Context: an optimization exercise on an open-source flow, tuned for small area. The choices shown serve that exercise and are no tape-out recipe. Function was checked by simulation only, so behaviour that the tests miss may differ from the original.

### design/flow/config.mk
export PLATFORM = sky130hd
export DESIGN_NAME = synthCore
export DESIGN_NICKNAME = synthCore
export VERILOG_FILES = /design/flow/design.v
export SDC_FILE = /design/flow/constraint.sdc
export NUM_CORES = 4
export LEC_CHECK = 0
export CAP_MARGIN = 20
export CORE_MARGIN = 2
export CORE_UTILIZATION = 40
export CTS_BUF_LIST = sky130_fd_sc_hd__clkbuf_8
export CTS_CLUSTER_DIAMETER = 60
export CTS_CLUSTER_SIZE = 30
export SLEW_MARGIN = 20
### design/flow/constraint.sdc
create_clock -name core_clock -period 10.0 [get_ports {MAX10_CLK2_50}]
set_input_delay 2.0000 -clock core_clock [delete_from_list [all_inputs] [get_ports {MAX10_CLK2_50}]]
set_output_delay 2.0000 -clock core_clock [all_outputs]
set_load 0.01 [all_outputs]
### design/flow/design.v
`timescale 1ns/10ps
`default_nettype none
module voiceMixer
(
	input logic [15:0] A,
	input logic [4:0] one,
	input logic [4:0] two,
	input logic [4:0] neg,
	input logic [32:0] ag,
	output logic [32:0] sum
);
	wire pp0_0 = ((one[0] & A[0]) | (two[0] & 1'b0)) ^ neg[0];
	wire pp0_1 = ((one[0] & A[1]) | (two[0] & A[0])) ^ neg[0];
	wire pp0_2 = ((one[0] & A[2]) | (two[0] & A[1])) ^ neg[0];
	wire pp0_3 = ((one[0] & A[3]) | (two[0] & A[2])) ^ neg[0];
	wire pp0_4 = ((one[0] & A[4]) | (two[0] & A[3])) ^ neg[0];
	wire pp0_5 = ((one[0] & A[5]) | (two[0] & A[4])) ^ neg[0];
	wire pp0_6 = ((one[0] & A[6]) | (two[0] & A[5])) ^ neg[0];
	wire pp0_7 = ((one[0] & A[7]) | (two[0] & A[6])) ^ neg[0];
	wire pp0_8 = ((one[0] & A[8]) | (two[0] & A[7])) ^ neg[0];
	wire pp0_9 = ((one[0] & A[9]) | (two[0] & A[8])) ^ neg[0];
	wire pp0_10 = ((one[0] & A[10]) | (two[0] & A[9])) ^ neg[0];
	wire pp0_11 = ((one[0] & A[11]) | (two[0] & A[10])) ^ neg[0];
	wire pp0_12 = ((one[0] & A[12]) | (two[0] & A[11])) ^ neg[0];
	wire pp0_13 = ((one[0] & A[13]) | (two[0] & A[12])) ^ neg[0];
	wire pp0_14 = ((one[0] & A[14]) | (two[0] & A[13])) ^ neg[0];
	wire pp0_15 = ((one[0] & A[15]) | (two[0] & A[14])) ^ neg[0];
	wire pp0_16 = ((one[0] & 1'b0) | (two[0] & A[15])) ^ neg[0];
	wire ns0 = ~neg[0];
	wire pp1_0 = ((one[1] & A[0]) | (two[1] & 1'b0)) ^ neg[1];
	wire pp1_1 = ((one[1] & A[1]) | (two[1] & A[0])) ^ neg[1];
	wire pp1_2 = ((one[1] & A[2]) | (two[1] & A[1])) ^ neg[1];
	wire pp1_3 = ((one[1] & A[3]) | (two[1] & A[2])) ^ neg[1];
	wire pp1_4 = ((one[1] & A[4]) | (two[1] & A[3])) ^ neg[1];
	wire pp1_5 = ((one[1] & A[5]) | (two[1] & A[4])) ^ neg[1];
	wire pp1_6 = ((one[1] & A[6]) | (two[1] & A[5])) ^ neg[1];
	wire pp1_7 = ((one[1] & A[7]) | (two[1] & A[6])) ^ neg[1];
	wire pp1_8 = ((one[1] & A[8]) | (two[1] & A[7])) ^ neg[1];
	wire pp1_9 = ((one[1] & A[9]) | (two[1] & A[8])) ^ neg[1];
	wire pp1_10 = ((one[1] & A[10]) | (two[1] & A[9])) ^ neg[1];
	wire pp1_11 = ((one[1] & A[11]) | (two[1] & A[10])) ^ neg[1];
	wire pp1_12 = ((one[1] & A[12]) | (two[1] & A[11])) ^ neg[1];
	wire pp1_13 = ((one[1] & A[13]) | (two[1] & A[12])) ^ neg[1];
	wire pp1_14 = ((one[1] & A[14]) | (two[1] & A[13])) ^ neg[1];
	wire pp1_15 = ((one[1] & A[15]) | (two[1] & A[14])) ^ neg[1];
	wire pp1_16 = ((one[1] & 1'b0) | (two[1] & A[15])) ^ neg[1];
	wire ns1 = ~neg[1];
	wire pp2_0 = ((one[2] & A[0]) | (two[2] & 1'b0)) ^ neg[2];
	wire pp2_1 = ((one[2] & A[1]) | (two[2] & A[0])) ^ neg[2];
	wire pp2_2 = ((one[2] & A[2]) | (two[2] & A[1])) ^ neg[2];
	wire pp2_3 = ((one[2] & A[3]) | (two[2] & A[2])) ^ neg[2];
	wire pp2_4 = ((one[2] & A[4]) | (two[2] & A[3])) ^ neg[2];
	wire pp2_5 = ((one[2] & A[5]) | (two[2] & A[4])) ^ neg[2];
	wire pp2_6 = ((one[2] & A[6]) | (two[2] & A[5])) ^ neg[2];
	wire pp2_7 = ((one[2] & A[7]) | (two[2] & A[6])) ^ neg[2];
	wire pp2_8 = ((one[2] & A[8]) | (two[2] & A[7])) ^ neg[2];
	wire pp2_9 = ((one[2] & A[9]) | (two[2] & A[8])) ^ neg[2];
	wire pp2_10 = ((one[2] & A[10]) | (two[2] & A[9])) ^ neg[2];
	wire pp2_11 = ((one[2] & A[11]) | (two[2] & A[10])) ^ neg[2];
	wire pp2_12 = ((one[2] & A[12]) | (two[2] & A[11])) ^ neg[2];
	wire pp2_13 = ((one[2] & A[13]) | (two[2] & A[12])) ^ neg[2];
	wire pp2_14 = ((one[2] & A[14]) | (two[2] & A[13])) ^ neg[2];
	wire pp2_15 = ((one[2] & A[15]) | (two[2] & A[14])) ^ neg[2];
	wire pp2_16 = ((one[2] & 1'b0) | (two[2] & A[15])) ^ neg[2];
	wire ns2 = ~neg[2];
	wire pp3_0 = ((one[3] & A[0]) | (two[3] & 1'b0)) ^ neg[3];
	wire pp3_1 = ((one[3] & A[1]) | (two[3] & A[0])) ^ neg[3];
	wire pp3_2 = ((one[3] & A[2]) | (two[3] & A[1])) ^ neg[3];
	wire pp3_3 = ((one[3] & A[3]) | (two[3] & A[2])) ^ neg[3];
	wire pp3_4 = ((one[3] & A[4]) | (two[3] & A[3])) ^ neg[3];
	wire pp3_5 = ((one[3] & A[5]) | (two[3] & A[4])) ^ neg[3];
	wire pp3_6 = ((one[3] & A[6]) | (two[3] & A[5])) ^ neg[3];
	wire pp3_7 = ((one[3] & A[7]) | (two[3] & A[6])) ^ neg[3];
	wire pp3_8 = ((one[3] & A[8]) | (two[3] & A[7])) ^ neg[3];
	wire pp3_9 = ((one[3] & A[9]) | (two[3] & A[8])) ^ neg[3];
	wire pp3_10 = ((one[3] & A[10]) | (two[3] & A[9])) ^ neg[3];
	wire pp3_11 = ((one[3] & A[11]) | (two[3] & A[10])) ^ neg[3];
	wire pp3_12 = ((one[3] & A[12]) | (two[3] & A[11])) ^ neg[3];
	wire pp3_13 = ((one[3] & A[13]) | (two[3] & A[12])) ^ neg[3];
	wire pp3_14 = ((one[3] & A[14]) | (two[3] & A[13])) ^ neg[3];
	wire pp3_15 = ((one[3] & A[15]) | (two[3] & A[14])) ^ neg[3];
	wire pp3_16 = ((one[3] & 1'b0) | (two[3] & A[15])) ^ neg[3];
	wire ns3 = ~neg[3];
	wire pp4_0 = ((one[4] & A[0]) | (two[4] & 1'b0)) ^ neg[4];
	wire pp4_1 = ((one[4] & A[1]) | (two[4] & A[0])) ^ neg[4];
	wire pp4_2 = ((one[4] & A[2]) | (two[4] & A[1])) ^ neg[4];
	wire pp4_3 = ((one[4] & A[3]) | (two[4] & A[2])) ^ neg[4];
	wire pp4_4 = ((one[4] & A[4]) | (two[4] & A[3])) ^ neg[4];
	wire pp4_5 = ((one[4] & A[5]) | (two[4] & A[4])) ^ neg[4];
	wire pp4_6 = ((one[4] & A[6]) | (two[4] & A[5])) ^ neg[4];
	wire pp4_7 = ((one[4] & A[7]) | (two[4] & A[6])) ^ neg[4];
	wire pp4_8 = ((one[4] & A[8]) | (two[4] & A[7])) ^ neg[4];
	wire pp4_9 = ((one[4] & A[9]) | (two[4] & A[8])) ^ neg[4];
	wire pp4_10 = ((one[4] & A[10]) | (two[4] & A[9])) ^ neg[4];
	wire pp4_11 = ((one[4] & A[11]) | (two[4] & A[10])) ^ neg[4];
	wire pp4_12 = ((one[4] & A[12]) | (two[4] & A[11])) ^ neg[4];
	wire pp4_13 = ((one[4] & A[13]) | (two[4] & A[12])) ^ neg[4];
	wire pp4_14 = ((one[4] & A[14]) | (two[4] & A[13])) ^ neg[4];
	wire pp4_15 = ((one[4] & A[15]) | (two[4] & A[14])) ^ neg[4];
	wire pp4_16 = ((one[4] & 1'b0) | (two[4] & A[15])) ^ neg[4];
	wire ns4 = ~neg[4];
	wire ci1 = ~pp4_3;
	wire ci2 = ~pp4_3;
	wire ci3 = ~pp4_3;
	wire ci4 = ~pp4_3;
	wire ci5 = ~pp4_3;
	wire ci6 = ~pp4_3;
	wire ci7 = ~pp4_3;
	wire ci8 = ~pp4_3;
	wire ci9 = ~pp4_12;
	wire ci10 = ~pp4_14;
	wire ci11 = ~pp4_16;
	wire ci12 = ~ag[32];
	wire s13 = neg[0] ^ ag[0] ^ pp0_0;
	wire c14 = (neg[0] & ag[0]) | (neg[0] & pp0_0) | (ag[0] & pp0_0);
	wire s15 = ag[1] ^ pp0_1 ^ c14;
	wire c16 = (ag[1] & pp0_1) | (ag[1] & c14) | (pp0_1 & c14);
	wire s17 = ag[2] ^ pp0_2 ^ c16;
	wire c18 = (ag[2] & pp0_2) | (ag[2] & c16) | (pp0_2 & c16);
	wire s19 = ag[3] ^ pp0_3 ^ c18;
	wire c20 = (ag[3] & pp0_3) | (ag[3] & c18) | (pp0_3 & c18);
	wire s21 = ag[4] ^ pp0_4 ^ c20;
	wire c22 = (ag[4] & pp0_4) | (ag[4] & c20) | (pp0_4 & c20);
	wire s23 = ag[5] ^ pp0_5 ^ c22;
	wire c24 = (ag[5] & pp0_5) | (ag[5] & c22) | (pp0_5 & c22);
	wire s25 = ag[6] ^ pp0_6 ^ c24;
	wire c26 = (ag[6] & pp0_6) | (ag[6] & c24) | (pp0_6 & c24);
	wire s27 = ag[7] ^ pp0_7 ^ c26;
	wire c28 = (ag[7] & pp0_7) | (ag[7] & c26) | (pp0_7 & c26);
	wire s29 = neg[1] ^ ag[8] ^ pp0_8;
	wire c30 = (neg[1] & ag[8]) | (neg[1] & pp0_8) | (ag[8] & pp0_8);
	wire s31 = pp1_0 ^ s29 ^ c28;
	wire c32 = (pp1_0 & s29) | (pp1_0 & c28) | (s29 & c28);
	wire s33 = ag[9] ^ pp0_9 ^ pp1_1;
	wire c34 = (ag[9] & pp0_9) | (ag[9] & pp1_1) | (pp0_9 & pp1_1);
	wire s35 = c30 ^ s33 ^ c32;
	wire c36 = (c30 & s33) | (c30 & c32) | (s33 & c32);
	wire s37 = neg[2] ^ ag[10] ^ pp0_10;
	wire c38 = (neg[2] & ag[10]) | (neg[2] & pp0_10) | (ag[10] & pp0_10);
	wire s39 = pp1_2 ^ pp2_0 ^ c34;
	wire c40 = (pp1_2 & pp2_0) | (pp1_2 & c34) | (pp2_0 & c34);
	wire s41 = s37 ^ s39 ^ c36;
	wire c42 = (s37 & s39) | (s37 & c36) | (s39 & c36);
	wire s43 = ag[11] ^ pp0_11 ^ pp1_3;
	wire c44 = (ag[11] & pp0_11) | (ag[11] & pp1_3) | (pp0_11 & pp1_3);
	wire s45 = pp2_1 ^ c38 ^ s43;
	wire c46 = (pp2_1 & c38) | (pp2_1 & s43) | (c38 & s43);
	wire s47 = c40 ^ s45 ^ c42;
	wire c48 = (c40 & s45) | (c40 & c42) | (s45 & c42);
	wire s49 = neg[3] ^ ag[12] ^ pp0_12;
	wire c50 = (neg[3] & ag[12]) | (neg[3] & pp0_12) | (ag[12] & pp0_12);
	wire s51 = pp1_4 ^ pp2_2 ^ pp3_0;
	wire c52 = (pp1_4 & pp2_2) | (pp1_4 & pp3_0) | (pp2_2 & pp3_0);
	wire s53 = c44 ^ s49 ^ s51;
	wire c54 = (c44 & s49) | (c44 & s51) | (s49 & s51);
	wire s55 = c46 ^ s53 ^ c48;
	wire c56 = (c46 & s53) | (c46 & c48) | (s53 & c48);
	wire s57 = ag[13] ^ pp0_13 ^ pp1_5;
	wire c58 = (ag[13] & pp0_13) | (ag[13] & pp1_5) | (pp0_13 & pp1_5);
	wire s59 = pp2_3 ^ pp3_1 ^ c50;
	wire c60 = (pp2_3 & pp3_1) | (pp2_3 & c50) | (pp3_1 & c50);
	wire s61 = c52 ^ s57 ^ c54;
	wire c62 = (c52 & s57) | (c52 & c54) | (s57 & c54);
	wire s63 = s59 ^ s61 ^ c56;
	wire c64 = (s59 & s61) | (s59 & c56) | (s61 & c56);
	wire s65 = neg[4] ^ ag[14] ^ pp0_14;
	wire c66 = (neg[4] & ag[14]) | (neg[4] & pp0_14) | (ag[14] & pp0_14);
	wire s67 = pp1_6 ^ pp2_4 ^ pp3_2;
	wire c68 = (pp1_6 & pp2_4) | (pp1_6 & pp3_2) | (pp2_4 & pp3_2);
	wire s69 = pp4_0 ^ c58 ^ s65;
	wire c70 = (pp4_0 & c58) | (pp4_0 & s65) | (c58 & s65);
	wire s71 = s67 ^ c60 ^ s69;
	wire c72 = (s67 & c60) | (s67 & s69) | (c60 & s69);
	wire s73 = c62 ^ s71 ^ c64;
	wire c74 = (c62 & s71) | (c62 & c64) | (s71 & c64);
	wire s75 = ag[15] ^ pp0_15 ^ pp1_7;
	wire c76 = (ag[15] & pp0_15) | (ag[15] & pp1_7) | (pp0_15 & pp1_7);
	wire s77 = pp2_5 ^ pp3_3 ^ pp4_1;
	wire c78 = (pp2_5 & pp3_3) | (pp2_5 & pp4_1) | (pp3_3 & pp4_1);
	wire s79 = c66 ^ c68 ^ s75;
	wire c80 = (c66 & c68) | (c66 & s75) | (c68 & s75);
	wire s81 = s77 ^ c70 ^ s79;
	wire c82 = (s77 & c70) | (s77 & s79) | (c70 & s79);
	wire s83 = c72 ^ s81 ^ c74;
	wire c84 = (c72 & s81) | (c72 & c74) | (s81 & c74);
	wire s85 = ag[16] ^ pp0_16 ^ pp1_8;
	wire c86 = (ag[16] & pp0_16) | (ag[16] & pp1_8) | (pp0_16 & pp1_8);
	wire s87 = pp2_6 ^ pp3_4 ^ pp4_2;
	wire c88 = (pp2_6 & pp3_4) | (pp2_6 & pp4_2) | (pp3_4 & pp4_2);
	wire s89 = c76 ^ c78 ^ s85;
	wire c90 = (c76 & c78) | (c76 & s85) | (c78 & s85);
	wire s91 = s87 ^ c80 ^ s89;
	wire c92 = (s87 & c80) | (s87 & s89) | (c80 & s89);
	wire s93 = c82 ^ s91 ^ c84;
	wire c94 = (c82 & s91) | (c82 & c84) | (s91 & c84);
	wire s95 = ns0 ^ ag[17] ^ pp1_9;
	wire c96 = (ns0 & ag[17]) | (ns0 & pp1_9) | (ag[17] & pp1_9);
	wire s97 = pp2_7 ^ pp3_5 ^ ci1;
	wire c98 = (pp2_7 & pp3_5) | (pp2_7 & ci1) | (pp3_5 & ci1);
	wire s99 = c86 ^ c88 ^ s95;
	wire c100 = (c86 & c88) | (c86 & s95) | (c88 & s95);
	wire s101 = s97 ^ c90 ^ s99;
	wire c102 = (s97 & c90) | (s97 & s99) | (c90 & s99);
	wire s103 = ag[18] ^ pp1_10 ^ pp2_8;
	wire c104 = (ag[18] & pp1_10) | (ag[18] & pp2_8) | (pp1_10 & pp2_8);
	wire s105 = pp3_6 ^ pp4_4 ^ ci2;
	wire c106 = (pp3_6 & pp4_4) | (pp3_6 & ci2) | (pp4_4 & ci2);
	wire s107 = c96 ^ s103 ^ c98;
	wire c108 = (c96 & s103) | (c96 & c98) | (s103 & c98);
	wire s109 = s105 ^ c100 ^ s107;
	wire c110 = (s105 & c100) | (s105 & s107) | (c100 & s107);
	wire s111 = ag[19] ^ pp1_11 ^ pp2_9;
	wire c112 = (ag[19] & pp1_11) | (ag[19] & pp2_9) | (pp1_11 & pp2_9);
	wire s113 = pp3_7 ^ pp4_5 ^ ci3;
	wire c114 = (pp3_7 & pp4_5) | (pp3_7 & ci3) | (pp4_5 & ci3);
	wire s115 = c104 ^ s111 ^ c106;
	wire c116 = (c104 & s111) | (c104 & c106) | (s111 & c106);
	wire s117 = s113 ^ c108 ^ s115;
	wire c118 = (s113 & c108) | (s113 & s115) | (c108 & s115);
	wire s119 = ag[20] ^ pp1_12 ^ pp2_10;
	wire c120 = (ag[20] & pp1_12) | (ag[20] & pp2_10) | (pp1_12 & pp2_10);
	wire s121 = pp3_8 ^ pp4_6 ^ ci4;
	wire c122 = (pp3_8 & pp4_6) | (pp3_8 & ci4) | (pp4_6 & ci4);
	wire s123 = c112 ^ s119 ^ c114;
	wire c124 = (c112 & s119) | (c112 & c114) | (s119 & c114);
	wire s125 = s121 ^ c116 ^ s123;
	wire c126 = (s121 & c116) | (s121 & s123) | (c116 & s123);
	wire s127 = ag[21] ^ pp1_13 ^ pp2_11;
	wire c128 = (ag[21] & pp1_13) | (ag[21] & pp2_11) | (pp1_13 & pp2_11);
	wire s129 = pp3_9 ^ pp4_7 ^ ci5;
	wire c130 = (pp3_9 & pp4_7) | (pp3_9 & ci5) | (pp4_7 & ci5);
	wire s131 = c120 ^ s127 ^ c122;
	wire c132 = (c120 & s127) | (c120 & c122) | (s127 & c122);
	wire s133 = s129 ^ c124 ^ s131;
	wire c134 = (s129 & c124) | (s129 & s131) | (c124 & s131);
	wire s135 = ag[22] ^ pp1_14 ^ pp2_12;
	wire c136 = (ag[22] & pp1_14) | (ag[22] & pp2_12) | (pp1_14 & pp2_12);
	wire s137 = pp3_10 ^ pp4_8 ^ ci6;
	wire c138 = (pp3_10 & pp4_8) | (pp3_10 & ci6) | (pp4_8 & ci6);
	wire s139 = c128 ^ s135 ^ c130;
	wire c140 = (c128 & s135) | (c128 & c130) | (s135 & c130);
	wire s141 = s137 ^ c132 ^ s139;
	wire c142 = (s137 & c132) | (s137 & s139) | (c132 & s139);
	wire s143 = ag[23] ^ pp1_15 ^ pp2_13;
	wire c144 = (ag[23] & pp1_15) | (ag[23] & pp2_13) | (pp1_15 & pp2_13);
	wire s145 = pp3_11 ^ pp4_9 ^ ci7;
	wire c146 = (pp3_11 & pp4_9) | (pp3_11 & ci7) | (pp4_9 & ci7);
	wire s147 = c136 ^ s143 ^ c138;
	wire c148 = (c136 & s143) | (c136 & c138) | (s143 & c138);
	wire s149 = s145 ^ c140 ^ s147;
	wire c150 = (s145 & c140) | (s145 & s147) | (c140 & s147);
	wire s151 = ag[24] ^ pp1_16 ^ pp2_14;
	wire c152 = (ag[24] & pp1_16) | (ag[24] & pp2_14) | (pp1_16 & pp2_14);
	wire s153 = pp3_12 ^ pp4_10 ^ ci8;
	wire c154 = (pp3_12 & pp4_10) | (pp3_12 & ci8) | (pp4_10 & ci8);
	wire s155 = c144 ^ s151 ^ c146;
	wire c156 = (c144 & s151) | (c144 & c146) | (s151 & c146);
	wire s157 = s153 ^ c148 ^ s155;
	wire c158 = (s153 & c148) | (s153 & s155) | (c148 & s155);
	wire s159 = ns1 ^ ag[25] ^ pp2_15;
	wire c160 = (ns1 & ag[25]) | (ns1 & pp2_15) | (ag[25] & pp2_15);
	wire s161 = pp3_13 ^ pp4_11 ^ pp4_3;
	wire c162 = (pp3_13 & pp4_11) | (pp3_13 & pp4_3) | (pp4_11 & pp4_3);
	wire s163 = c152 ^ s159 ^ s161;
	wire c164 = (c152 & s159) | (c152 & s161) | (s159 & s161);
	wire s165 = c154 ^ s163 ^ c156;
	wire c166 = (c154 & s163) | (c154 & c156) | (s163 & c156);
	wire s167 = ag[26] ^ pp2_16 ^ pp3_14;
	wire c168 = (ag[26] & pp2_16) | (ag[26] & pp3_14) | (pp2_16 & pp3_14);
	wire s169 = ci9 ^ c160 ^ c162;
	wire c170 = (ci9 & c160) | (ci9 & c162) | (c160 & c162);
	wire s171 = s167 ^ c164 ^ s169;
	wire c172 = (s167 & c164) | (s167 & s169) | (c164 & s169);
	wire s173 = ns2 ^ ag[27] ^ pp3_15;
	wire c174 = (ns2 & ag[27]) | (ns2 & pp3_15) | (ag[27] & pp3_15);
	wire s175 = pp4_13 ^ pp4_12 ^ c168;
	wire c176 = (pp4_13 & pp4_12) | (pp4_13 & c168) | (pp4_12 & c168);
	wire s177 = s173 ^ c170 ^ s175;
	wire c178 = (s173 & c170) | (s173 & s175) | (c170 & s175);
	wire s179 = ag[28] ^ pp3_16 ^ ci10;
	wire c180 = (ag[28] & pp3_16) | (ag[28] & ci10) | (pp3_16 & ci10);
	wire s181 = c174 ^ s179 ^ c176;
	wire c182 = (c174 & s179) | (c174 & c176) | (s179 & c176);
	wire s183 = ns3 ^ ag[29] ^ pp4_15;
	wire c184 = (ns3 & ag[29]) | (ns3 & pp4_15) | (ag[29] & pp4_15);
	wire s185 = pp4_14 ^ s183 ^ c180;
	wire c186 = (pp4_14 & s183) | (pp4_14 & c180) | (s183 & c180);
	wire s187 = ag[30] ^ ci11 ^ c184;
	wire c188 = (ag[30] & ci11) | (ag[30] & c184) | (ci11 & c184);
	wire s189 = ns4 ^ ag[31] ^ pp4_16;
	wire c190 = (ns4 & ag[31]) | (ns4 & pp4_16) | (ag[31] & pp4_16);
	wire rs191 = c92 ^ s101;
	wire rc192 = c92 & s101;
	wire rs193 = c102 ^ s109 ^ rc192;
	wire rc194 = (c102 & s109) | (c102 & rc192) | (s109 & rc192);
	wire rs195 = c110 ^ s117 ^ rc194;
	wire rc196 = (c110 & s117) | (c110 & rc194) | (s117 & rc194);
	wire rs197 = c118 ^ s125 ^ rc196;
	wire rc198 = (c118 & s125) | (c118 & rc196) | (s125 & rc196);
	wire rs199 = c126 ^ s133 ^ rc198;
	wire rc200 = (c126 & s133) | (c126 & rc198) | (s133 & rc198);
	wire rs201 = c134 ^ s141 ^ rc200;
	wire rc202 = (c134 & s141) | (c134 & rc200) | (s141 & rc200);
	wire rs203 = c142 ^ s149 ^ rc202;
	wire rc204 = (c142 & s149) | (c142 & rc202) | (s149 & rc202);
	wire rs205 = c150 ^ s157 ^ rc204;
	wire rc206 = (c150 & s157) | (c150 & rc204) | (s157 & rc204);
	wire is207 = rs191 ^ (c94);
	wire ip208 = rs191;
	wire is209 = rs193 ^ (c94 & ip208);
	wire ip210 = ip208 & rs193;
	wire is211 = rs195 ^ (c94 & ip210);
	wire ip212 = ip210 & rs195;
	wire is213 = rs197 ^ (c94 & ip212);
	wire ip214 = ip212 & rs197;
	wire is215 = rs199 ^ (c94 & ip214);
	wire ip216 = ip214 & rs199;
	wire is217 = rs201 ^ (c94 & ip216);
	wire ip218 = ip216 & rs201;
	wire is219 = rs203 ^ (c94 & ip218);
	wire ip220 = ip218 & rs203;
	wire is221 = rs205 ^ (c94 & ip220);
	wire ip222 = ip220 & rs205;
	wire ic223 = rc206 | (c94 & ip222);
	wire rs224 = c158 ^ s165;
	wire rc225 = c158 & s165;
	wire rs226 = c166 ^ s171 ^ rc225;
	wire rc227 = (c166 & s171) | (c166 & rc225) | (s171 & rc225);
	wire rs228 = c172 ^ s177 ^ rc227;
	wire rc229 = (c172 & s177) | (c172 & rc227) | (s177 & rc227);
	wire rs230 = c178 ^ s181 ^ rc229;
	wire rc231 = (c178 & s181) | (c178 & rc229) | (s181 & rc229);
	wire rs232 = c182 ^ s185 ^ rc231;
	wire rc233 = (c182 & s185) | (c182 & rc231) | (s185 & rc231);
	wire rs234 = c186 ^ s187 ^ rc233;
	wire rc235 = (c186 & s187) | (c186 & rc233) | (s187 & rc233);
	wire rs236 = c188 ^ s189 ^ rc235;
	wire rc237 = (c188 & s189) | (c188 & rc235) | (s189 & rc235);
	wire rs238 = ci12 ^ c190 ^ rc237;
	wire rc239 = (ci12 & c190) | (ci12 & rc237) | (c190 & rc237);
	wire is240 = rs224 ^ (ic223);
	wire ip241 = rs224;
	wire is242 = rs226 ^ (ic223 & ip241);
	wire ip243 = ip241 & rs226;
	wire is244 = rs228 ^ (ic223 & ip243);
	wire ip245 = ip243 & rs228;
	wire is246 = rs230 ^ (ic223 & ip245);
	wire ip247 = ip245 & rs230;
	wire is248 = rs232 ^ (ic223 & ip247);
	wire ip249 = ip247 & rs232;
	wire is250 = rs234 ^ (ic223 & ip249);
	wire ip251 = ip249 & rs234;
	wire is252 = rs236 ^ (ic223 & ip251);
	wire ip253 = ip251 & rs236;
	wire is254 = rs238 ^ (ic223 & ip253);
	wire ip255 = ip253 & rs238;
	wire ic256 = rc239 | (ic223 & ip255);
	assign sum = {is254, is252, is250, is248, is246, is244, is242, is240, is221, is219, is217, is215, is213, is211, is209, is207, s93, s83, s73, s63, s55, s47, s41, s35, s31, s27, s25, s23, s21, s19, s17, s15, s13};
endmodule
`default_nettype wire
`timescale 1ns/10ps
`default_nettype none
module synthCore
(
	input logic MAX10_CLK2_50,
	input logic rstN,
	input logic sampleTick,
	input logic [25:0] cfg,
	output logic signed [15:0] sampleOut,
	output logic sampleValid
);
	logic [3:0][3:0] notes;
	logic [3:0][1:0] waves;
	logic [15:0] amp;
	logic rtV;
	logic [1:0] rtIdx;
	logic [3:0][7:0] ph;
	logic [2:0] st;
	logic [7:0] tap;
	logic [7:0] sp;
	logic [1:0] sw;
	logic lastF;
	logic [32:0] acc;
	wire wrV = cfg[25] & ~cfg[24];
	wire wrA = cfg[25] & cfg[24];
	always_ff @(posedge MAX10_CLK2_50 or negedge rstN) begin
		if (!rstN) begin
			notes <= '0;
			waves <= '0;
			amp <= '0;
			rtV <= 1'b0;
		end else begin
			rtV <= wrV;
			if (wrV) begin
				notes[cfg[23:22]] <= cfg[21:18];
				waves[cfg[23:22]] <= cfg[17:16];
			end
			if (wrA) amp <= cfg[15:0];
		end
	end
	always_ff @(posedge MAX10_CLK2_50) rtIdx <= cfg[23:22];
	wire [1:0] vi = st[1:0];
	wire [7:0] phSel = ph[vi];
	wire [7:0] phNext = phSel + {4'b0, notes[vi]} + 8'd1;
	always_ff @(posedge MAX10_CLK2_50 or negedge rstN) begin
		if (!rstN) begin
			ph <= '0;
		end else begin
			for (int i = 0; i < 4; i++) begin
				if (rtV && rtIdx == 2'(i)) ph[i] <= '0;
				else if (st[2] && vi == 2'(i)) ph[i] <= phNext;
			end
		end
	end
	wire [1:0] tIdx = st[1:0] - 2'd1;
	wire tV = (st[2] & (st[1:0] != 2'd0)) | (st == 3'b000);
	always_ff @(posedge MAX10_CLK2_50) begin
		tap <= phSel;
		sp <= tap;
		sw <= tV ? waves[tIdx] : 2'd0;
	end
	logic [7:0] x;
	logic sn;
	logic [4:0] one, two, neg;
	wire isSq = (sw == 2'd2);
	wire isTri = (sw == 2'd3);
	always_comb begin
		case (sw)
			2'd1: begin x = {~sp[7], sp[6:0]}; sn = 1'b0; end
			2'd2: begin x = 8'h80; sn = ~sp[7]; end
			2'd3: begin x = {~sp[6], sp[5:0], 1'b0}; sn = sp[7]; end
			default: begin x = 8'h00; sn = 1'b0; end
		endcase
		one[0] = isSq;
		two[0] = isTri & sp[7];
		neg[0] = (isSq & ~sp[7]) | (isTri & sp[7]);
		for (int i = 0; i < 4; i++) begin
			logic b2, b1, b0;
			b2 = x[2*i+1];
			b1 = x[2*i];
			b0 = (i == 0) ? 1'b0 : x[2*i-1];
			one[i+1] = b1 ^ b0;
			two[i+1] = (b2 & ~b1 & ~b0) | (~b2 & b1 & b0);
			neg[i+1] = b2 ^ sn;
		end
	end
	wire [32:0] sum;
	voiceMixer mac (
		.A(amp),
		.one(one),
		.two(two),
		.neg(neg),
		.ag(acc),
		.sum(sum)
	);
	always_ff @(posedge MAX10_CLK2_50) acc <= (lastF | ~rstN) ? 33'd0 : sum;
	always_ff @(posedge MAX10_CLK2_50 or negedge rstN) begin
		if (!rstN) begin
			st <= 3'b001;
			lastF <= 1'b0;
			sampleValid <= 1'b0;
			sampleOut <= '0;
		end else begin
			if (st[2]) st <= {~&st[1:0], st[1:0] + 2'd1};
			else st <= sampleTick ? 3'b100 : 3'b001;
			lastF <= (st == 3'b000);
			sampleValid <= lastF;
			if (lastF) sampleOut <= sum[32:17];
		end
	end
endmodule
`default_nettype wire
### design/flow/run.sh
#!/bin/bash
# synth_recipe.tcl (not shown) runs the flow's synth.tcl, then flattens the netlist and writes it again
# the make line also repeats each setting of config.mk as NAME=value (left out here)
make -C /OpenROAD-flow-scripts/flow DESIGN_CONFIG=/design/flow/config.mk WORK_HOME=/design/flow/orfs CLKGATE_MAP_FILE= SYNTH_SCRIPT=/design/flow/synth_recipe.tcl finish
==> insert_results.sql, run 1 <==
INSERT INTO impl_metrics (metric_group, metric, value, unit) VALUES
('status', 'outcome', 'finished clean', ''),
('logic_synthesis', 'asyncSetResetFlopFracSynth', '0.6395', ''),
('route', 'avgViaCountPerCell', '5.071', ''),
('route', 'drt_first_iter_violations', '445', ''),
('sta', 'timing.slew.headroom', '0.3660', ''),
('grt', 'grt_pass1_wl', '38270', 'microns'),
('die', 'full_die_area', '26870', 'sq um'),
('sta', 'max_freq', '127.9', 'MHz'),
('finish', 'n_antenna_cell', '0', ''),
('die', 'initial_cell_density_of_the_core', '0.4062', ''),
('critical_path', 'timing.critical_path.to', 'sampleOut[14]', ''),
('logic_synthesis', 'postSynthRegisterBits', '147', ''),
('logic_synthesis', 'synth_area_leaders', 'sky130_fd_sc_hd__dfrtp_1 (23%), sky130_fd_sc_hd__fa_1 (20%), sky130_fd_sc_hd__dfxtp_1 (10%), sky130_fd_sc_hd__inv_1 (4.7%), sky130_fd_sc_hd__xor2_1 (4.6%)', ''),
('sta', 'finalCritPeriodShare', '0.7816', ''),
('route', 'drt-wirelength-per-cell', '16.70', 'microns'),
('route', 'via_total_after_detailed_routing', '6810', ''),
('placement', 'hpwl', '16380', 'microns'),
('cts', 'clk_path_buf_depth', '2', ''),
('logic_synthesis', 'synth_edf_count', '0', ''),
('sta', 'slew_violations', '0', ''),
('die', 'core', '25180', 'sq um'),
('logic_synthesis', 'synth.cells.most_frequent', 'sky130_fd_sc_hd__inv_1 (128), sky130_fd_sc_hd__fa_1 (101), sky130_fd_sc_hd__dfrtp_1 (93)', ''),
('sta', 'report.final.setup_viol', '0', ''),
('critical_path', 'critPathMostFrequentCell', 'sky130_fd_sc_hd__fa_1', ''),
('cts', 'cts_setup_buffers', '0', ''),
('sta', 'min_period', '7.816', 'ns'),
('cts', 'clkSinkCount', '147', ''),
('cts', 'clkLatencyLatePin', '0.47', 'ns'),
('cts', 'clk_pin_slew_worst_paths', '0.10', 'ns'),
('die', 'top_level_ports', '46', ''),
('logic_synthesis', 'synth_area_per_cell', '10.43', 'sq um'),
('critical_path', 'cp.required', '10.37', 'ns'),
('logic_synthesis', 'synth_ff_type', 'sky130_fd_sc_hd__dfrtp_1', ''),
('cts', 'cts_hold_buf', '0', ''),
('cts', 'cts_inserted_buffers', '17', ''),
('critical_path', 'start_point_of_the_critical_path', 'sw[0]', ''),
('critical_path', 'critical_register_to_register_path_startpoint', 'sw[0]', ''),
('die', 'fp.dieH', '163.9', 'microns'),
('logic_synthesis', 'synth.lib_cells_used.distinct', '53', ''),
('finish', 'final_util', '0.4530', ''),
('placement', 'finalWeightedCongestion', '0.8123', ''),
('critical_path', 'timing.critical_path.slowest_stage_cell', 'sky130_fd_sc_hd__and2_1', ''),
('logic_synthesis', 'post_synth_inst_count', '981', ''),
('grt', 'grt_use_total', '0.1840', ''),
('critical_path', 'critical_path_buf_inv_count', '5', ''),
('cts', 'cts-root-buf', 'sky130_fd_sc_hd__clkbuf_8', ''),
('critical_path', 'worst_reg2reg_path_length_in_cells', '24', ''),
('route', 'drtAntennaViolNets', '0', ''),
('sta', 'number_of_endpoints_with_negative_hold_slack_in_the_final_report', '0', ''),
('critical_path', 'critPathMaxFanout', '40', ''),
('logic_synthesis', 'postSynthNetCount', '1129', ''),
('critical_path', 'critical_path_startpoint_category', 'flop', ''),
('critical_path', 'rrSetupSlack', '2.18', 'ns'),
('critical_path', 'timing.rr.end', 'sampleOut[14]', ''),
('critical_path', 'timing.critical_path.cells', 'buf_4 > inv_1 > nor2_1 > and2_1 > a22oi_1 > xnor2_1 > fa_1 > inv_1 > fa_1 > inv_1 > fa_1 > fa_1 > inv_1 > fa_1 > fa_1 > fa_1 > fa_1 > fa_1 > fa_1 > nor4_4 > nor2_2 > or3_4 > xor2_1 > mux2_2', ''),
('critical_path', 'worst_path_largest_cell_delay', '0.56', 'ns'),
('logic_synthesis', 'synth_largest_type_area_fraction', '0.2275', ''),
('critical_path', 'path_delay_family', 'adder cells', ''),
('cts', 'htree_num_levels', '4', ''),
('grt', 'via_count_of_the_first_global_routing_pass', '7266', ''),
('finish', 'layout-area-overhead-vs-synth', '11.52', '%'),
('die', 'fp.dieW', '163.9', 'microns'),
('grt', 'antenna_found_initial', '0', ''),
('route', 'drt_first_pass_iters', '6', ''),
('logic_synthesis', 'ys_seq_area_frac', '0.3338', ''),
('grt', 'largest_net_degree_at_the_start_of_global_routing', '72', ''),
('sta', 'timing.clock.skew', '0.01726', 'ns'),
('finish', 'num-nets-final', '1148', ''),
('critical_path', 'worst-endpoint-arrival', '8.18', 'ns');
[layout make-up]
class	count	area, sq um
clock buffer	18	247.7
clock inverter	14	157.7
fill	2371	13770
inverter	128	480.5
multi-input combinational	642	6105
sequential	147	3415
tap	330	412.9
timing repair buffer	64	590.6
[worst register-to-register path: stages, from the launching register on]
cell and delay [ns]:
sky130_fd_sc_hd__dfxtp_1 0.32, sky130_fd_sc_hd__buf_4 0.31, sky130_fd_sc_hd__inv_1 0.27, sky130_fd_sc_hd__nor2_1 0.24
sky130_fd_sc_hd__and2_1 0.56, sky130_fd_sc_hd__a22oi_1 0.22, sky130_fd_sc_hd__xnor2_1 0.21, sky130_fd_sc_hd__fa_1 0.52
sky130_fd_sc_hd__inv_1 0.05, sky130_fd_sc_hd__fa_1 0.50, sky130_fd_sc_hd__inv_1 0.05, sky130_fd_sc_hd__fa_1 0.50
sky130_fd_sc_hd__fa_1 0.17, sky130_fd_sc_hd__inv_1 0.05, sky130_fd_sc_hd__fa_1 0.37, sky130_fd_sc_hd__fa_1 0.39
sky130_fd_sc_hd__fa_1 0.39, sky130_fd_sc_hd__fa_1 0.39, sky130_fd_sc_hd__fa_1 0.39, sky130_fd_sc_hd__fa_1 0.52
sky130_fd_sc_hd__nor4_4 0.41, sky130_fd_sc_hd__nor2_2 0.11, sky130_fd_sc_hd__or3_4 0.35, sky130_fd_sc_hd__xor2_1 0.16
sky130_fd_sc_hd__mux2_2 0.26
[cells in the final DEF (no fill, tap or decap), types with 3 or more instances in the layout]
cell                                n
sky130_fd_sc_hd__xor2_1            54
sky130_fd_sc_hd__o21ai_2            3
sky130_fd_sc_hd__nand2_1           60
sky130_fd_sc_hd__xnor2_1           49
sky130_fd_sc_hd__dfrtp_1           93
sky130_fd_sc_hd__ha_1              18
sky130_fd_sc_hd__a211oi_1           5
sky130_fd_sc_hd__a21boi_0           3
sky130_fd_sc_hd__clkbuf_8          18
sky130_fd_sc_hd__a22oi_1           58
sky130_fd_sc_hd__and2_1            35
sky130_fd_sc_hd__fa_1             101
sky130_fd_sc_hd__and3_1             5
sky130_fd_sc_hd__a21oi_1            8
sky130_fd_sc_hd__mux4_2            14
sky130_fd_sc_hd__nor3_1             5
sky130_fd_sc_hd__mux2i_1            9
sky130_fd_sc_hd__nor2_1            45
sky130_fd_sc_hd__nand3b_1          17
sky130_fd_sc_hd__nor2b_1            5
sky130_fd_sc_hd__mux2_2            26
sky130_fd_sc_hd__dfxtp_1           53
sky130_fd_sc_hd__inv_8              5
sky130_fd_sc_hd__buf_4             20
sky130_fd_sc_hd__or2_2              3
sky130_fd_sc_hd__inv_6              4
sky130_fd_sc_hd__inv_1            128
sky130_fd_sc_hd__nand3_1            9
sky130_fd_sc_hd__o21ai_0           48
sky130_fd_sc_hd__clkdlybuf4s50_1   44
sky130_fd_sc_hd__clkinv_8           3
sky130_fd_sc_hd__a22o_1            30
[stage by stage]
step	instance area [sq um]	cells	hold slack, ns
after CTS	11410	1343	0.3283
after floorplan	10230	981	0.3096
final	11410	1343	0.3270
after global placement	11000	1311	0.3109
after detailed placement	11000	1311	0.3121
after global routing	11410	1343	0.3216
[kinds of logic after synthesis]
kind of cell	synth area share
buffers and inverters	0.07192
XOR/XNOR	0.08818
AO/OA/AOI/OAI	0.1131
adder cells (fa/ha/maj)	0.2197
multiplexers	0.06972
AND/OR/NAND/NOR	0.1036
flip-flops	0.3338
[state kept, by name, indices dropped and copies added, names as in the netlist, 2 cells and up]
signal,flops
waves,8
amp,16
notes,16
sw,2
acc,33
st,3
ph,32
sampleOut,16
sp,8
tap,8
rtIdx,2
[per-layer routing]
metal | vias up | wire, microns | GRT usage
li1 | 3252 | - | -
met4 | 0 | 397 | 0.04944
met3 | 32 | 737 | 0.03182
met1 | 3397 | 10140 | 0.2503
met2 | 129 | 11160 | 0.3050
met5 | - | 0 | 0
[how the worst min path moves through the flow]
stage	from	to	depth (start not counted)
floorplan	tap[0]	sp[0]	0
global placement	tap[2]	sp[2]	0
detailed placement	tap[5]	sp[5]	0
CTS	tap[0]	sp[0]	0
global route	tap[0]	sp[0]	0
finish	tap[0]	sp[0]	0
==> run 2: changes to the inputs <==
--- a/design/flow/config.mk
+++ b/design/flow/config.mk
@@ -8,5 +8,5 @@
 export CAP_MARGIN = 20
 export CORE_MARGIN = 2
-export CORE_UTILIZATION = 40
+export CORE_UTILIZATION = 60
 export CTS_BUF_LIST = sky130_fd_sc_hd__clkbuf_8
 export CTS_CLUSTER_DIAMETER = 60
==> run 2 against run 1 <==
Against the previous run:
- non-clock buffer count fell by 5
- still clean on timing, DRC and antenna
- via count rose by 2.4%
- routed wire length fell by 1.3%
- fmax fell by 2.2%
- utilization rose by 22 points
- hold slack improved by 0.0032 ns
- global-route usage rose by 7.9 points
- synthesized cell count did not move
- sequential share of layout area rose by 0.44 points
- flip-flop and latch count did not move
==> insert_results.sql, run 2 <==
INSERT INTO impl_metrics (metric_group, metric, value, unit) VALUES
('status', 'outcome', 'finished clean', ''),
('die', 'full_die_area', '18110', 'sq um'),
('finish', 'final.fill_count', '1262', ''),
('logic_synthesis', 'synth.cells.most_frequent', 'sky130_fd_sc_hd__inv_1 (128), sky130_fd_sc_hd__fa_1 (101), sky130_fd_sc_hd__dfrtp_1 (93)', ''),
('logic_synthesis', 'yosysWarningCount', '1', ''),
('route', 'avgViaCountPerCell', '5.678', ''),
('sta', 'max_freq', '125.1', 'MHz'),
('die', 'core', '16640', 'sq um'),
('route', 'final_wirelength', '22150', 'microns'),
('critical_path', 'critPathMaxFanout', '23', ''),
('die', 'top_level_ports', '46', ''),
('cts', 'htree_num_levels', '4', ''),
('sta', 'max_slew.worst_pin.slew', '0.9559', 'ns'),
('finish', 'largestRegisters', 'acc (33), ph (32)', ''),
('placement', 'port_buffers', '45', ''),
('logic_synthesis', 'postSynthRegisterBits', '147', ''),
('finish', 'final_layout_size_suffix_gt1_frac', '0.1032', ''),
('finish', 'registers.top_by_ff_count', 'acc', ''),
('finish', 'num-nets-final', '1143', ''),
('sta', 'grt_setup_unrepaired', 'no', ''),
('cts', 'cts_inserted_buffers', '17', ''),
('finish', 'largest_register_ffs', '33', ''),
('die', 'fp.dieW', '134.6', 'microns'),
('finish', 'layout-area-overhead-vs-synth', '9.943', '%'),
('finish', 'n_antenna_cell', '0', ''),
('cts', 'clkLatencyLatePin', '0.46', 'ns'),
('logic_synthesis', 'synth_area_per_cell', '10.43', 'sq um'),
('logic_synthesis', 'postSynthNetCount', '1129', ''),
('critical_path', 'crit_path_end_kind', 'flop', ''),
('logic_synthesis', 'synth_area_leaders', 'sky130_fd_sc_hd__dfrtp_1 (23%), sky130_fd_sc_hd__fa_1 (20%), sky130_fd_sc_hd__dfxtp_1 (10%), sky130_fd_sc_hd__inv_1 (4.7%), sky130_fd_sc_hd__xor2_1 (4.6%)', ''),
('run', 'drv_cap', '0', ''),
('grt', 'antenna_found_initial', '0', ''),
('logic_synthesis', 'post_synth_top_area_cell', 'sky130_fd_sc_hd__dfrtp_1', ''),
('sta', 'timing.setup.tns', '0', 'ns'),
('critical_path', 'worst-endpoint-arrival', '8.34', 'ns'),
('cts', 'cts_setup_buffers', '0', ''),
('route', 'via_total_after_detailed_routing', '6973', ''),
('sta', 'timing.clock.skew', '0.01653', 'ns'),
('cts', 'cts-root-buf', 'sky130_fd_sc_hd__clkbuf_8', ''),
('worst_hold_path', 'hold_path_class', 'flop to flop', ''),
('logic_synthesis', 'asyncSetResetFlopFracSynth', '0.6395', ''),
('logic_synthesis', 'synth.area.mux_share', '0.06972', ''),
('die', 'std_cell_rows', '47', ''),
('sta', 'finalCritPeriodShare', '0.7994', ''),
('sta', 'min_period', '7.994', 'ns'),
('route', 'drtAntennaViolNets', '0', ''),
('logic_synthesis', 'synth_xor_area_frac', '0.08818', ''),
('finish', 'layout_commonest_cell', 'sky130_fd_sc_hd__inv_1', ''),
('sta', 'slew_violations', '0', ''),
('die', 'fp.dieH', '134.6', 'microns'),
('logic_synthesis', 'post-synth-top-count-cell', 'sky130_fd_sc_hd__inv_1', ''),
('cts', 'clk_path_buf_depth', '2', ''),
('grt', 'gr-total-overflow', '0', ''),
('grt', 'via_count_of_the_first_global_routing_pass', '7243', ''),
('placement', 'finalWeightedCongestion', '0.8638', ''),
('route', 'drt_first_pass_iters', '5', ''),
('logic_synthesis', 'yosys.area_share.simple', '0.1036', ''),
('logic_synthesis', 'synth_edf_count', '0', ''),
('grt', 'largest_net_degree_at_the_start_of_global_routing', '64', ''),
('critical_path', 'critical_path_startpoint_category', 'flop', ''),
('finish', 'mostFrequentLayoutCells', 'sky130_fd_sc_hd__inv_1 (129), sky130_fd_sc_hd__fa_1 (101), sky130_fd_sc_hd__dfrtp_1 (93), sky130_fd_sc_hd__nand2_1 (60), sky130_fd_sc_hd__a22oi_1 (58)', ''),
('sta', 'number_of_endpoints_with_negative_hold_slack_in_the_final_report', '0', ''),
('die', 'initial_cell_density_of_the_core', '0.6147', ''),
('cts', 'clk_pin_slew_worst_paths', '0.09', 'ns'),
('sta', 'fin_ws', '2.006', 'ns'),
('logic_synthesis', 'mappedNetlistArea', '10230', 'sq um'),
('logic_synthesis', 'dominant_combinational_cell_family_by_area_after_synthesis', 'adder cells', ''),
('route', 'drt-wirelength-per-cell', '18.03', 'microns'),
('grt', 'grt_pass1_wl', '37060', 'microns'),
('logic_synthesis', 'synth_ff_type', 'sky130_fd_sc_hd__dfrtp_1', ''),
('logic_synthesis', 'post_synth_inst_count', '981', ''),
('placement', 'hpwl', '16130', 'microns'),
('logic_synthesis', 'synth.lib_cells_used.distinct', '53', ''),
('cts', 'tritoncts_clock_tree', 'done', ''),
('logic_synthesis', 'synth_fa_ha_area_frac', '0.2197', ''),
('placement', 'pre_cts_slack', '1.771', 'ns'),
('route', 'remaining_drc_errors', '0', ''),
('sta', 'timing.slew.headroom', '0.3619', ''),
('logic_synthesis', 'synth_compound_area_frac', '0.1131', ''),
('sta', 'report.final.setup_viol', '0', ''),
('route', 'drt_first_iter_violations', '465', ''),
('logic_synthesis', 'synth_largest_type_area_fraction', '0.2275', ''),
('cts', 'post_cts.resized_instances', '0', ''),
('critical_path', 'cp.required', '10.34', 'ns'),
('grt', 'grt_use_total', '0.2628', ''),
('critical_path', 'worstSetupPathType', 'flop to flop', ''),
('logic_synthesis', 'ys_seq_area_frac', '0.3338', ''),
('cts', 'clkSinkCount', '147', ''),
('cts', 'cts_hold_buf', '0', '');
[run 2: cell counts after synthesis]
Identical to the previous run, type by type.
[run 2: cell type report]
class / count / area (sq um) / share of cell area
multi-input cells: 642 / 6112 / 0.5434
flip-flops and latches: 147 / 3416 / 0.3037
repair buffers: 59 / 553.0 / 0.04917
inverters: 128 / 480.5 / 0.04272
well taps: 220 / 275.3 / 0.02447
clock buffers: 17 / 234.0 / 0.02080
clock inverters: 15 / 176.4 / 0.01569
[run 2: cells by family after synthesis]
family	count (synthesis)
AND/OR/NAND/NOR	202
flip-flops	147
AO/OA/AOI/OAI	168
XOR/XNOR	103
adder cells (fa/ha/maj)	119
multiplexers	50
buffers and inverters	192
[run 2: layer usage]
layer / global-route usage / wire length, microns / vias to the layer above
met3: 0.03641 / 827 / 37
met5: 0 / 0 / -
li1: - / - / 3234
met1: 0.3441 / 9569 / 3536
met4: 0.08421 / 492 / 0
met2: 0.4561 / 11260 / 166
[run 2: final timing paths]
kind,startpoint,endpoint,slack (ns),depth (start not counted)
max in group asynchronous,rstN,notes[3],7.31,2
min reg2reg,tap[3],sp[3],0.33,0
min in group asynchronous,rstN,amp[3],1.51,1
max,sp[7],sampleOut[15],2.01,27
min,tap[3],sp[3],0.33,0
max reg2reg,sp[7],sampleOut[15],2.01,27
[run 2: through the flow]
stage	instances	cell area [sq um]	util	hold slack, ns
floorplan	981	10230	-	0.3096
global placement	1196	10820	0.6503	0.3114
detailed placement	1196	10830	0.6506	0.3150
CTS	1228	11240	0.6753	0.3322
global route	1228	11250	0.6758	0.3411
finish	1228	11250	0.6758	0.3302
[run 2: critical path: stages, from the launching register on]
cell                       delay, ns
sky130_fd_sc_hd__dfxtp_1        0.96
sky130_fd_sc_hd__xor2_1         0.19
sky130_fd_sc_hd__o21ai_0        0.08
sky130_fd_sc_hd__and2_1         0.20
sky130_fd_sc_hd__fa_1           0.38
sky130_fd_sc_hd__inv_1          0.08
sky130_fd_sc_hd__fa_1           0.18
sky130_fd_sc_hd__fa_1           0.19
sky130_fd_sc_hd__fa_1           0.19
sky130_fd_sc_hd__fa_1           0.22
sky130_fd_sc_hd__fa_1           0.20
sky130_fd_sc_hd__fa_1           0.18
sky130_fd_sc_hd__inv_1          0.05
sky130_fd_sc_hd__fa_1           0.38
sky130_fd_sc_hd__fa_1           0.39
sky130_fd_sc_hd__fa_1           0.39
sky130_fd_sc_hd__fa_1           0.41
sky130_fd_sc_hd__fa_1           0.41
sky130_fd_sc_hd__fa_1           0.39
sky130_fd_sc_hd__fa_1           0.39
sky130_fd_sc_hd__fa_1           0.40
sky130_fd_sc_hd__fa_1           0.47
sky130_fd_sc_hd__nand4b_2       0.26
sky130_fd_sc_hd__nor4_4         0.10
sky130_fd_sc_hd__o21ai_0        0.23
sky130_fd_sc_hd__xnor2_1        0.12
sky130_fd_sc_hd__xnor2_1        0.15
sky130_fd_sc_hd__mux2_2         0.28

## what the ideal ports hide
Ports are ideal in the flow. The routed layouts listed here were re-timed in OpenROAD.
Step 1 assumes that a clkbuf_16 drives the clock port and a buf_2 every other input.
Step 2, shift: input delay + t, output delay - t, t = (earliest + latest rising clock arrival at the registers) / 2. This alone moves slack from input paths to output paths.
Slacks: ideal / step 1 / step 2; pairs: ideal / step 1.
| run | t, ns | setup slack, ns | worst hold slack (ns) | worst register clock-pin slew, ns |
|---|---|---|---|---|
| run 1 | 0.506 | 2.184 / 2.184 / 2.184 | 0.327 / 0.327 / 0.327 | 0.11 / 0.11 |
| run 2 | 0.496 | 2.006 / 2.006 / 2.006 | 0.330 / 0.330 / 0.330 | 0.10 / 0.10 |
After both steps every run listed still meets setup and hold.
